Background: an optimization exercise with open tools, aiming at small area. Do not read the settings as production practice.
Only simulation tests tie the RTL to the original design; equivalence was not proved.
Power is estimated from default activity; no workload was simulated.

## v42
## regfile_scoreboard
module regfile_scoreboard #(
  parameter int REG_NUM = 32,
  parameter int ADDR_W  = 5,
  parameter int DATA_W  = 32,
  parameter int CNT_W   = 2
) (
  input  logic              clk_in,
  input  logic              rst_n_in,
  input  logic              re1_in,
  input  logic [ADDR_W-1:0] a1_in,
  output logic [DATA_W-1:0] d1_out,
  output logic              en1_out,
  input  logic              re2_in,
  input  logic [ADDR_W-1:0] a2_in,
  output logic [DATA_W-1:0] d2_out,
  output logic              en2_out,
  input  logic              iss_we_in,
  input  logic [ADDR_W-1:0] iss_rd_in,
  output logic              iss_full_out,
  input  logic              wb_we_in,
  input  logic [ADDR_W-1:0] wb_a_in,
  input  logic [DATA_W-1:0] wb_d_in
);
  logic [DATA_W-1:0]  regs [1:REG_NUM-1];
  logic [REG_NUM-1:1] c0, c1;    
  logic [REG_NUM-1:1] rd_ok;     
  logic [31:0] h1, h2, wbd, issr;
  rf_dec5 u_dec1 (.en(re1_in),   .a(a1_in),     .h(h1));
  rf_dec5 u_dec2 (.en(re2_in),   .a(a2_in),     .h(h2));
  rf_dec5 u_decw (.en(wb_we_in), .a(wb_a_in),   .h(wbd));
  rf_dec5n u_deci (.a(iss_rd_in), .h(issr));
  logic [REG_NUM-1:1] cnt_z, cnt_max, byp_ok, gnt;
  always_comb begin
    for (int i = 1; i < REG_NUM; i++) begin
      cnt_z[i]   = !c1[i] && !c0[i];
      cnt_max[i] = c1[i] && c0[i];
      byp_ok[i]  = !c1[i] && c0[i] && wbd[i];    
      gnt[i]     = cnt_z[i] || byp_ok[i];
    end
  end
  logic [REG_NUM-1:1] s1, s2;
  logic               byp1, byp2;
  always_comb begin
    for (int i = 1; i < REG_NUM; i++) begin
      s1[i] = h1[i] && rd_ok[i];
      s2[i] = h2[i] && rd_ok[i];
    end
  end
  rf_aor #(.N(31)) u_byp1 (.s(h1[31:1]), .d(byp_ok), .y(byp1));
  ...
Size in the first run: ~2900 cells after synthesis, roughly 130 I/O pins, ~46000 sq um of cells after synthesis.
export LEC_CHECK = 0
export CAP_MARGIN = 5
export CELL_PAD_IN_SITES_DETAIL_PLACEMENT = 1
export CELL_PAD_IN_SITES_GLOBAL_PLACEMENT = 1
export CORE_MARGIN = 2
export CORE_UTILIZATION = 25
export SETUP_SLACK_MARGIN = 0.05
export SLEW_MARGIN = 5
export SYNTH_HIERARCHICAL = 1
create_clock -name core_clock -period 7.0 [get_ports {clk_in}]
standard.sh (not shown) runs the stock make flow with config.mk's settings and CLKGATE_MAP_FILE= SYNTH_SCRIPT=/design/flow/synth_recipe.tcl, a recipe that flattens the netlist after the stock synthesis.
==> flow/flow/run.sh <==
#!/bin/bash
# The standard layout (the standard.sh, unchanged synthesis, floorplan, power grid and taps),
# with two settings changed: the port buffers are the smallest buffer, and clock tree synthesis
# uses 8x clock buffers on sink clusters of at most 16 and adds no dummy loads.
set -euo pipefail
CTS_ARGS="-sink_clustering_enable -repair_clock_nets -dont_use_dummy_load"
CTS_ARGS="$CTS_ARGS -buf_list sky130_fd_sc_hd__clkbuf_8 -sink_clustering_size 16 -sink_clustering_max_diameter 50"
bash standard.sh "CTS_ARGS=$CTS_ARGS" "BUFFER_PORTS_ARGS=-buffer_cell sky130_fd_sc_hd__buf_1" finish \
  > standard_flow.log 2>&1
Modified inputs, v54 compared to v42
Settings: PLACE_DENSITY: unset -> 0.75; CORE_UTILIZATION: 25 -> 40.
-- flow/flow/run.sh --
<<< v42, line 4
# uses 8x clock buffers on sink clusters of at most 16 and adds no dummy loads.
>>> v54, line 4
# uses 4x clock buffers on sink clusters of at most 9 and adds no dummy loads.
<<< v42, line 7
CTS_ARGS="$CTS_ARGS -buf_list sky130_fd_sc_hd__clkbuf_8 -sink_clustering_size 16 -sink_clustering_max_diameter 50"
>>> v54, line 7
CTS_ARGS="$CTS_ARGS -buf_list sky130_fd_sc_hd__clkbuf_4 -sink_clustering_size 9 -sink_clustering_max_diameter 40"
Results
Compared v54 vs v42, and detailed-route wire length on metal 1 is down in v54.
The run showing the greater worst-case headroom to the max-slew limit is v54.
v54 vs v42: clock-buffer cell count up by more than a quarter
Detailed route, v54 vs v42: via total higher for v54
In v54, the synthesis-to-finish area growth came out 3.7 points below the value in v42.
Cell count: v54 < v42
Area: v54 vs v42 -> v54 smaller
v54 vs v42 on worst hold margin: v54 is the lower one.
Between v54 and v42, it is v54 whose overall power consumption is lower, by 3.2%.
Compared with v42, v54 shows buffer count excluding the clock tree in the final layout that has gone down by more than 10%.
In v54, the clock network fraction of design power came out 2.5 points below the value in v42.
Input-level comparison between v35 and v54:
Settings: a deleted PLACE_DENSITY that had been 0.75; a change of CORE_UTILIZATION from 40 to 25.
### Flow results
No stage failed in v35, and the final checks on the layout all came back clean.
v35 vs. v54: time the final worst path needs with I/O delays and setup picked up an extra 0.21 ns; total number of placement rows higher; fraction of standard cell area in multi-input logic now smaller.
Area: v35 vs v54 -> v35 larger
Delta (v35 minus v54): worst hold slack moved up, worst setup slack now sits lower.

* * *

regfile_scoreboard, a different RTL version from the one above (not shown whole).
For scale: roughly 2,900 cells after synthesis, about 130 I/O pins.
Settings: LEC_CHECK=0, CAP_MARGIN=20, CELL_PAD_IN_SITES_DETAIL_PLACEMENT=1, CELL_PAD_IN_SITES_GLOBAL_PLACEMENT=1, CORE_MARGIN=2, CORE_UTILIZATION=25, CTS_BUF_LIST=sky130_fd_sc_hd__clkbuf_8, CTS_CLUSTER_DIAMETER=50, CTS_CLUSTER_SIZE=16, SETUP_SLACK_MARGIN=0.05, SLEW_MARGIN=20, SYNTH_HIERARCHICAL=1; clock period 7.0 ns.
run.sh (not shown) runs the stock make flow with config.mk's settings and CLKGATE_MAP_FILE= SYNTH_SCRIPT=/design/flow/synth_recipe.tcl, a recipe that flattens the netlist after the stock synthesis.
Stock flow here: none of the scripts above is used.
The starting point went through all stages and came out clean.
Edit:
==> flow/flow/run.sh (new file) <==
#!/bin/bash
# The standard layout (the standard.sh, unchanged synthesis, floorplan, power grid and taps),
# with two settings changed: the port buffers are the smallest buffer, and clock tree synthesis
# uses 8x clock buffers on sink clusters of at most 16 and adds no dummy loads.
set -euo pipefail
CTS_ARGS="-sink_clustering_enable -repair_clock_nets -dont_use_dummy_load"
CTS_ARGS="$CTS_ARGS -buf_list sky130_fd_sc_hd__clkbuf_8 -sink_clustering_size 16 -sink_clustering_max_diameter 50"
bash standard.sh "CTS_ARGS=$CTS_ARGS" "BUFFER_PORTS_ARGS=-buffer_cell sky130_fd_sc_hd__buf_1" finish \
  > standard_flow.log 2>&1
==> flow/standard.sh (new file) <==
#!/bin/bash
# synth_recipe.tcl (not shown) runs the flow's synth.tcl, then flattens the netlist and writes it again
# the make line also repeats each setting of config.mk as NAME=value (left out here)
make -C /OpenROAD-flow-scripts/flow DESIGN_CONFIG=/design/flow/config.mk WORK_HOME=/design/flow/orfs CLKGATE_MAP_FILE= SYNTH_SCRIPT=/design/flow/synth_recipe.tcl "${@:-finish}"
CTS_BUF_LIST = not set   (was sky130_fd_sc_hd__clkbuf_8)
CTS_CLUSTER_DIAMETER = not set   (was 50)
CTS_CLUSTER_SIZE = not set   (was 16)
removed: flow/run.sh
Result:
- The new run completed without violations
- wire length grows by 0.92%
- setup slack improved by 0.25 ns
- design area shrinks by 5.1%
- combinational power shrinks by 11%
- clock-buffer cell count shrinks by 11

[afterwards: timing with drivers on the ports]
The flow's constraints put no driver on any port. The routed layouts listed below were extracted and timed again, unchanged, in two steps.
Step 1: set_driving_cell puts a clkbuf_16 on clk_in and a buf_2 on each other input, an assumption about the parent block.
Step 2 also shifts input and output timing later by t, the mid clock arrival at the registers, as if the neighbouring blocks saw the same clock.
Slacks: no drivers / after step 1 / after step 2; pairs: no drivers / after step 1.
run	t (ns)	setup WS [ns]	worst hold slack (ns)	worst setup path after step 2	latest minus earliest clock arrival (ns)
v42	0.881	0.175 / 0.012 / 0.012	0.601 / 0.601 / 0.601	input to output	0.112 / 0.112
v54	1.096	0.315 / 0.238 / 0.238	0.316 / 0.274 / 0.565	input to output	0.174 / 0.175
v35	1.165	0.102 / -0.058 / -0.058	0.403 / 0.387 / 0.602	input to output	0.143 / 0.144
the first run of note 2	0.942	0.088 / -0.025 / -0.025	0.491 / 0.476 / 0.491	input to output	0.073 / 0.073
the second run of note 2	0.878	0.338 / 0.310 / 0.310	0.484 / 0.484 / 0.484	input to output	0.136 / 0.136
Met with ideal ports but missed after step 2: setup timing in v35 and the first run of note 2. For v42, which loses most, drivers alone change the setup slack by -0.163 ns; drivers and shift together by -0.163 ns.
